Context: an optimization exercise on an open-source flow, tuned for small area, a short achievable clock period and few clock cycles per item. The choices shown serve that exercise and are no tape-out recipe.
In this exercise RTL edits were held to simulation tests only and were not proved equivalent to the original.

==> flow/design.v (outline; a module is shown in full before it is edited, if it fits) <==
// module joint_angle_cosine: 8296 lines
module joint_angle_cosine (
    input  logic                         i_clk,
    input  logic                         i_rst_n,
    input  logic                         i_pt_valid,
    output logic                         o_pt_ready,
    input  logic signed [COORD_BITS-1:0] i_end1_x,
    input  logic signed [COORD_BITS-1:0] i_end1_y,
    input  logic signed [COORD_BITS-1:0] i_end1_z,
    input  logic signed [COORD_BITS-1:0] i_vertex_x,
    input  logic signed [COORD_BITS-1:0] i_vertex_y,
    input  logic signed [COORD_BITS-1:0] i_vertex_z,
    input  logic signed [COORD_BITS-1:0] i_end2_x,
    input  logic signed [COORD_BITS-1:0] i_end2_y,
    input  logic signed [COORD_BITS-1:0] i_end2_z,
    output logic                         o_cos_valid,
    input  logic                         i_cos_ready,
    output logic signed [COS_BITS-1:0]   o_cos_cosine_q14,
    output logic                         o_cos_degenerate
);
  // ...
==> flow/run.sh <==
#!/bin/bash
# synth_recipe.tcl (not shown) runs the flow's synth.tcl, then flattens the netlist and writes it again
# the make line also repeats each setting of config.mk as NAME=value (left out here)
make -C /OpenROAD-flow-scripts/flow DESIGN_CONFIG=/design/flow/config.mk WORK_HOME=/design/flow/orfs CLKGATE_MAP_FILE= SYNTH_SCRIPT=/design/flow/synth_recipe.tcl finish
==> flow/config.mk <==
export PLATFORM = sky130hd
export DESIGN_NAME = joint_angle_cosine
export DESIGN_NICKNAME = joint_angle_cosine
export VERILOG_FILES = /design/flow/design.v
export SDC_FILE = /design/flow/constraint.sdc
export NUM_CORES = 4
export LEC_CHECK = 0
export CAP_MARGIN = 20
export CORE_MARGIN = 2
export CORE_UTILIZATION = 55
export SETUP_SLACK_MARGIN = 3.3
export SLEW_MARGIN = 20
==> flow/constraint.sdc <==
create_clock -name core_clock -period 7.0 [get_ports {i_clk}]
set_input_delay 1.4000 -clock core_clock [delete_from_list [all_inputs] [get_ports {i_clk}]]
set_output_delay 1.4000 -clock core_clock [all_outputs]
set_load 0.01 [all_outputs]
==> notes.md, run 1 <==
* Max layer used: met4
* Status: timing/DRC/antenna clean
* CP arrival at 4.42 ns
* RSZ-0062 raised after global routing: true
* Pin count of the biggest net entering global routing at 107
* Synthesis-stage register bit count at 3,722
* N_taps at 4,794
* Antenna viol nets, final at 0
* Met2 Use GR at 0.4457
* Invs w/o clock at 2,804
* Clk root buf: clkbuf_16
* Simple logic cell fraction of the synthesized area at 0.09510
* Synth Area in Compound Gates at 0.08407
* CP required at 7.79 ns
* Adder-cell share of the synthesized area at 0.2565
* Worst-path clk slew at 0.06 ns
* Crit path max-delay cell type: dfxtp_2
* Critical path type: reg2reg
* # Post-CTS Setup Buffers at 27
* CTS buffer count at 390
* EDFF count, synth at 544
* CTS max path bufs at 4
* Crit path depth at 9
* Vias at 125,300
* Final Non-Filler Cells at 24,010
* Area leader, netlist: dfxtp_1
* Final setup violation count at 0
* Dominant synthesized flop cell: dfxtp_1
Testbench counts, summed over its fixed seeds: cycles 4,124, items 4,000.
==> run 2, diff against run 1 <==
--- a/flow/config.mk
+++ b/flow/config.mk
@@ -7,6 +7,7 @@
 export LEC_CHECK = 0
 export CAP_MARGIN = 20
 export CORE_MARGIN = 2
-export CORE_UTILIZATION = 55
+export CORE_UTILIZATION = 65
+export CTS_BUF_LIST = sky130_fd_sc_hd__clkbuf_8
 export SETUP_SLACK_MARGIN = 3.3
 export SLEW_MARGIN = 20
==> notes.md, run 2 <==
* Total negative setup slack at 0 ns
* Critical Path End: r_sqb_s5[33]
* IO Pins at 167
* GP Congestion at 0.9125
* DRC at 0
* Reg2reg start: r_qb0_s4[1]
* Most frequent cells in the layout: dfxtp_1, inv_1, fa_1, xnor2_1, ha_1
* CTS H-tree depth at 6
* Clk latency of the worst-skew pair at 1.19 ns
* Final hold vios at 0
* 1st-pass router iterations at 7
* Die X at 558.2 um
* First-pass GRT wire length at 729,700 um
* Worst setup EP type: flop
* Final nets at 22,320
* Netlist cell types at 101
* Port bufs at 166
* Reg with most FFs: r_mem
* Largest regs: r_mem (527), r_dr0_s4 (36)
* Vias per Instance at 5.383
* Worst-path clk slew at 0.06 ns (about the same)
* Worst R2R Path Depth at 13
* Post-synthesis cell count at 18,430
* Critical path type: reg2reg
* Beginning of the critical path: r_qb0_s4[1]
* RSZ-0062 raised after global routing: true
* Reg2Reg Setup Slack at 3.36 ns
* Slew margin rel. at 0.2432
* Max cap viols at 0
* Post-Synthesis Cell Area at 199,600 sq um
* Actual slew at the worst max-slew pin at 1.134 ns
* CP Max Fanout at 4
* CP arrival at 4.68 ns (+0.26 ns)
* Top-count cell post-synth: dfxtp_1
* WL/cell at 19.62 um
* Dominant synthesized flop cell: dfxtp_1
* EDFF count, synth at 544 (unchanged)
* Area fraction of the dominant cell type after synthesis at 0.3187
* Total Wirelength at 464,900 um
* Area added between synthesis and finish at 11.16%
* HPWL after DPL at 348,100 um
* Initial antenna violation count at 23
* Syn. warnings at 1
* Area of the core at 305,800 sq um
* Post-synthesis sequential area ratio at 0.4006
* Fraction of layout cells with a size suffix above 1 at 0.09026
* CTS max path bufs at 4 (unchanged)
* Die area at 311,500 sq um
* Pin count of the biggest net entering global routing at 56 (-48%)
* Fillers at 22,560
* Post-layout minimum cycle time at 3.645 ns
* Min-delay worst type: reg2reg
* Rows at 203
* Number of flip-flops in the largest register at 527
* Status: timing/DRC/antenna clean
* CTS tree: yes
* Syn Area/Cell at 10.83 sq um
* Antenna viol nets, final at 0 (unchanged)
* CP required at 8.04 ns (+0.25 ns)
* Global route overflow at 0
* Fmax at 274.4 MHz
* Initial Utilization at 0.6527
* Max Clock Skew at 0.08932 ns
* Post-synth net total at 21,660
* Worst r2r dst: r_sqb_s5[33]
* Area leader, netlist: dfxtp_1
* Vias at 127,600 (+1.8%)
* Most common cell after layout, fill and taps aside: dfxtp_1
* Tot GR Track Use at 0.3027
* Ys async rst share at 0
* Cts hold-fix bufs at 0
* Max Slew Vio Count at 0
* Tcrit/Tclk final at 0.5207
* Vias in the first global route at 132,000
* Fin area at 221,900 sq um
* Final setup violation count at 0 (unchanged)
* Ranking of synthesized cells by area: dfxtp_1, fa_1, ha_1
* Clk root buf: clkbuf_8
* Most frequent cells after synthesis: dfxtp_1, inv_1, fa_1, xnor2_1, ha_1
* Post-DP Area at 206,100 sq um
* CP startpoint kind: flop
* Initial drt markers at 7,714
* Chip height at 558.2 um
* CTS buffer count at 598 (+53%)
* Synthesis-stage register bit count at 3,722 (unchanged)
* CTS Sinks at 3,722
run 2: cell counts after synthesis:
Identical to the previous run, type by type.
run 2: through the flow:
stage,util,setup slack [ns],cells,hold slack (ns)
finish,0.7256,3.355,23700,0.2688
global route,0.7255,3.196,23690,0.2721
CTS,0.7190,3.107,23530,0.2575
detailed placement,0.6741,2.348,22440,0.3121
global placement,0.6740,2.375,22440,0.3095
floorplan,-,3.162,18430,0.3096
run 2: per-layer routing:
layer / up-vias / part of all wire / wire length, um / GRT usage
met5: - / 0.00065 / 302 / 0
met4: 6 / 0.060 / 28060 / 0.1638
met3: 1042 / 0.056 / 26130 / 0.04532
met2: 3534 / 0.46 / 215500 / 0.4949
met1: 62050 / 0.42 / 194900 / 0.3893
li1: 60920 / - / - / -
run 2: how the worst min path moves through the flow:
stage	from	endpoint	slack, ns	cells after the start
CTS	r_mag_s7[16]	r_mag_s8[16]	0.26	0
global placement	r_mag_s7[15]	r_mag_s8[15]	0.31	0
floorplan	r_m0_s14[0]	r_den_s15[0]	0.31	0
detailed placement	r_sqb_s5[18]	r_radb_s6[18]	0.31	0
global route	r_mag_s7[16]	r_mag_s8[16]	0.27	0
finish	r_mag_s13[17]	r_mag_s14[17]	0.27	0
run 2: layout make-up:
type                            instances  area, sq um  area share
Tap cell                             4100         5130     0.02312
Clock buffer                          728        10020     0.04516
Antenna cell                           40        100.1   0.0004511
Clock inverter                        343         3034     0.01367
Timing Repair Buffer                  472         4249     0.01915
Sequential cell                      3722        80260      0.3617
Multi-Input combinational cell      11490       108600      0.4893
Inverter                             2804        10530     0.04744
run 2: cells by family (layout without fill, tap and decap cells):
group           after synthesis  in the layout  share of synthesized area
compound gates             2632           2633                    0.08407
flops                      3722           3722                     0.4006
mux                         243            243                    0.02184
fa+ha+maj                  3085           3085                     0.2565
buf+inv                    3224           4347                    0.06086
simple gates               3678           3678                    0.09510
other cells                   0             40                          0
xor+xnor                   1847           1847                    0.08104
run 2: worst max-delay path, cell delays in order, from the launching register on:
cell	delay, ns
dfxtp_1	0.32
ha_1	0.29
a21o_1	0.18
a21oi_1	0.23
o21ai_1	0.19
a21oi_2	0.34
o31ai_4	0.15
a2111oi_2	0.43
buf_4	0.21
o31ai_1	0.10
buf_4	0.20
a31oi_1	0.40
a21oi_1	0.18
a31o_2	0.28
run 2: timing repair:
| action | CTS | global route |
|---|---|---|
| gates cloned | 2 | 2 |
| resized for setup | 181 | 223 |
| buffers inserted | 17 | 127 |
| pin swaps | 11 | 29 |
| setup endpoints to repair | 315 | 298 |
==> run 3, diff against run 2 <==
--- a/flow/config.mk
+++ b/flow/config.mk
@@ -7,7 +7,7 @@
 export LEC_CHECK = 0
 export CAP_MARGIN = 20
 export CORE_MARGIN = 2
-export CORE_UTILIZATION = 65
+export CORE_UTILIZATION = 60
 export CTS_BUF_LIST = sky130_fd_sc_hd__clkbuf_8
-export SETUP_SLACK_MARGIN = 3.3
+export SETUP_SLACK_MARGIN = 3.5
 export SLEW_MARGIN = 20
==> notes.md, run 3 <==
* Max layer used: met4
* CP startpoint kind: flop
* Actual slew at the worst max-slew pin at 1.004 ns (-0.1296 ns)
* CP arrival at 4.54 ns (-0.14 ns)
* DRC at 0 (unchanged)
* Min-delay worst type: reg2reg
* CTS H-tree depth at 6 (unchanged)
* Tcrit/Tclk final at 0.5032 (-0.01750)
* Fraction of layout cells with a size suffix above 1 at 0.1217 (+0.03147)
* GP Congestion at 0.8938 (-2.0%)
* Tot GR Track Use at 0.2865 (-0.01623)
* Ys async rst share at 0 (unchanged)
* Area leader, netlist: dfxtp_1
* Rows at 211 (+3.9%)
* Cts hold-fix bufs at 0 (unchanged)
* CP Max Fanout at 2 (-2)
* Reg with most FFs: r_mem
* Most frequent cells in the layout: dfxtp_1, inv_1, fa_1, xnor2_1, ha_1
* Largest regs: r_mem (527), r_dr0_s4 (36)
* Area added between synthesis and finish at 14.24%
* Die X at 580.8 um (+4.1%)
* CTS tree: yes
* CTS max path bufs at 4 (unchanged)
* Largest family of logic cells by synthesized area: adder cells
* Final setup violation count at 0 (unchanged)
* Initial Utilization at 0.6034 (-0.04931)
* CTS buffer count at 605 (+1.2%)
* Metal3 WL at 25,560 um (-2.2%)
* Antenna viol nets, final at 0 (unchanged)
* CP required at 8.02 ns (-0.02 ns)
* Top-count cell post-synth: dfxtp_1
* Netlist cell types at 101 (unchanged)
* Crit path max-delay cell type: fa_1
* Synth Area in Compound Gates at 0.08407 (unchanged)
* First-pass GRT wire length at 749,600 um (+2.7%)
* Post-layout minimum cycle time at 3.522 ns (-0.1225 ns)
* Post-synthesis sequential area ratio at 0.4006 (unchanged)
* Most frequent cells after synthesis: dfxtp_1, inv_1, fa_1, xnor2_1, ha_1
* Met1 WL at 205,100 um (+5.3%)
* Global route overflow at 0 (unchanged)
* Vias at 128,500 (+0.75%)
* Simple logic cell fraction of the synthesized area at 0.09510 (unchanged)
* Area fraction of the dominant cell type after synthesis at 0.3187 (unchanged)
* Max cap viols at 0 (unchanged)
* Area of the core at 330,800 sq um (+8.2%)
* Worst setup EP type: flop
* Clk latency of the worst-skew pair at 1.24 ns (+0.05 ns)
* Xor and xnor area share after synthesis at 0.08104 (unchanged)
* WL/cell at 20.02 um (+2.0%)
* Fin area at 228,000 sq um (+2.8%)
* Most common cell after layout, fill and taps aside: dfxtp_1
* Port bufs at 166 (unchanged)
* Initial drt markers at 7,621 (-1.2%)
* Max incr delay on CP at 0.90 ns (+0.47 ns)
* Dominant synthesized flop cell: dfxtp_1
* Syn. warnings at 1 (unchanged)
* Post-DP Area at 206,600 sq um (+0.21%)
* Slew margin rel. at 0.3281 (+0.08496)
* Worst-path clk slew at 0.06 ns (about the same)
* IO Pins at 167 (unchanged)
* Max Clock Skew at 0.1015 ns (+0.01223 ns)
* Total Wirelength at 486,000 um (+4.5%)
* Fillers at 25,390 (+13%)
* Synthesis-stage register bit count at 3,722 (unchanged)
* CTS Sinks at 3,722 (unchanged)
* Top cell by count, worst path: fa_1
* HPWL after DPL at 353,200 um (+1.5%)
* Metal2 WL at 228,900 um (+6.2%)
* Initial antenna violation count at 17 (-26%)
* Status: timing/DRC/antenna clean
* Ranking of synthesized cells by area: dfxtp_1, fa_1, ha_1
* Total negative setup slack at 0 ns (unchanged)
* Fmax at 283.9 MHz (+3.5%)
* EDFF count, synth at 544 (unchanged)
* Die area at 337,300 sq um (+8.3%)
* Chain of cells forming the critical path: fa_1, inv_1, fa_1, fa_1, fa_1, inv_1, fa_1
* Post-Synthesis Cell Area at 199,600 sq um (unchanged)
* Adder-cell share of the synthesized area at 0.2565 (unchanged)
* Number of flip-flops in the largest register at 527 (unchanged)
* Max Slew Vio Count at 0 (unchanged)
* Chip height at 580.8 um (+4.1%)
* Pin count of the biggest net entering global routing at 123 (+120%)
* 1st-pass router iterations at 6 (-1)
* Vias per Instance at 5.294 (-1.7%)
* Clk root buf: clkbuf_8
* Vias in the first global route at 133,000 (+0.80%)
* RSZ-0062 raised after global routing: true
* Post-synthesis cell count at 18,430 (unchanged)
* Final hold vios at 0 (unchanged)
* Mux cell area share after synthesis at 0.02184 (unchanged)
* Critical path type: reg2reg
* Syn Area/Cell at 10.83 sq um (unchanged)
* Final nets at 22,620 (+1.4%)
* Post-synth net total at 21,660 (unchanged)
[run 3: changes by cell type in the layout (fill, tap and decap cells not counted), sizes merged]
| cell | delta |
|---|---|
| clkdlybuf4s50 | -20 |
| bufbuf | +2 |
| diode | -14 |
| a21oi | -1 |
| dlygate4sd2 | +19 |
| bufinv | +1 |
| inv | +3 |
| buf | +283 |
| clkinv | -2 |
| clkbuf | +41 |
[run 3: cell type report]
class                           count  area (sq um)  share of cell area
Antenna cell                       26         65.06           0.0002853
Clock buffer                      752         10350             0.04539
Clock inverter                    345          3020             0.01325
Inverter                         2804         10530             0.04617
Multi-Input combinational cell  11490        110500              0.4845
Sequential cell                  3722         80450              0.3528
Tap cell                         4366          5463             0.02396
Timing Repair Buffer              773          7681             0.03368
[run 3: layer usage]
layer,GRT usage,vias to the layer above
li1,-,61540
met1,0.3683,62750
met2,0.4766,3320
met3,0.03715,898
met4,0.1454,0
met5,0,-
[run 3: worst max-delay path, delay by kind of cell, from the launching register on]
kind	cells	cell delay [ns]
fa+ha+maj	5	2.95
flops	1	0.32
buf+inv	2	0.11
[run 3: kinds of logic (layout without fill, tap and decap cells)]
group | Yosys count | count (layout)
simple gates | 3678 | 3678
fa+ha+maj | 3085 | 3085
flops | 3722 | 3722
compound gates | 2632 | 2632
mux | 243 | 243
other cells | 0 | 26
buf+inv | 3224 | 4674
xor+xnor | 1847 | 1847
[run 3: through the flow]
step	hold slack (ns)	util	std cells	setup WS, ns
floorplan	0.3096	-	18430	3.162
global placement	0.3095	0.6244	22710	2.590
detailed placement	0.3121	0.6245	22710	2.498
CTS	0.2822	0.6737	23950	3.437
global route	0.2872	0.6893	24270	3.405
finish	0.2674	0.6894	24270	3.478
[run 3: final timing paths]
kind	start	end	slack [ns]	cells past startpoint
setup / recovery	r_qb1_s3[27]	r_dr1_s4[27]	3.48	7
hold reg to reg	r_mag_s12[12]	r_mag_s13[12]	0.27	0
hold / removal	r_mag_s12[12]	r_mag_s13[12]	0.27	0
setup reg to reg	r_qb1_s3[27]	r_dr1_s4[27]	3.48	7
[run 3: timing repair]
item,4_1_cts,5_1_grt
buffers inserted,142,279
endpoints found under the setup margin,580,456
gates cloned,3,15
pin swaps,58,238
gates resized for setup,472,586
endpoints found under the hold margin,0,0

separate check: timing with driven ports:
How much do the figures lean on ideal ports? The routed layouts below were timed once more, with nothing changed but the port constraints.
Step 1 assumes that a clkbuf_16 drives the clock port and a buf_2 every other input.
Step 2, shift: input delay + t, output delay - t, t = (earliest + latest rising clock arrival at the registers) / 2. This alone moves slack from input paths to output paths.
Three values: no drivers, after step 1, after step 2; two values: the first two.
| run | t (ns) | slack for setup (ns) | worst hold slack (ns) | worst setup path at the end | pins driven straight from the clock port |
|---|---|---|---|---|---|
| run 1 | 1.047 | 3.372 / 3.372 / 2.607 | 0.283 / 0.283 / 0.283 | input to register | 1 |
| run 2 | 1.252 | 3.355 / 3.347 / 2.389 | 0.269 / 0.269 / 0.269 | input to register | 1 |
| run 3 | 1.286 | 3.478 / 3.478 / 2.551 | 0.267 / 0.267 / 0.267 | input to register | 1 |
After both steps setup and hold are still met in every run listed. For run 2, which loses most, drivers alone change the setup slack by -0.008 ns; drivers and shift together by -0.966 ns.
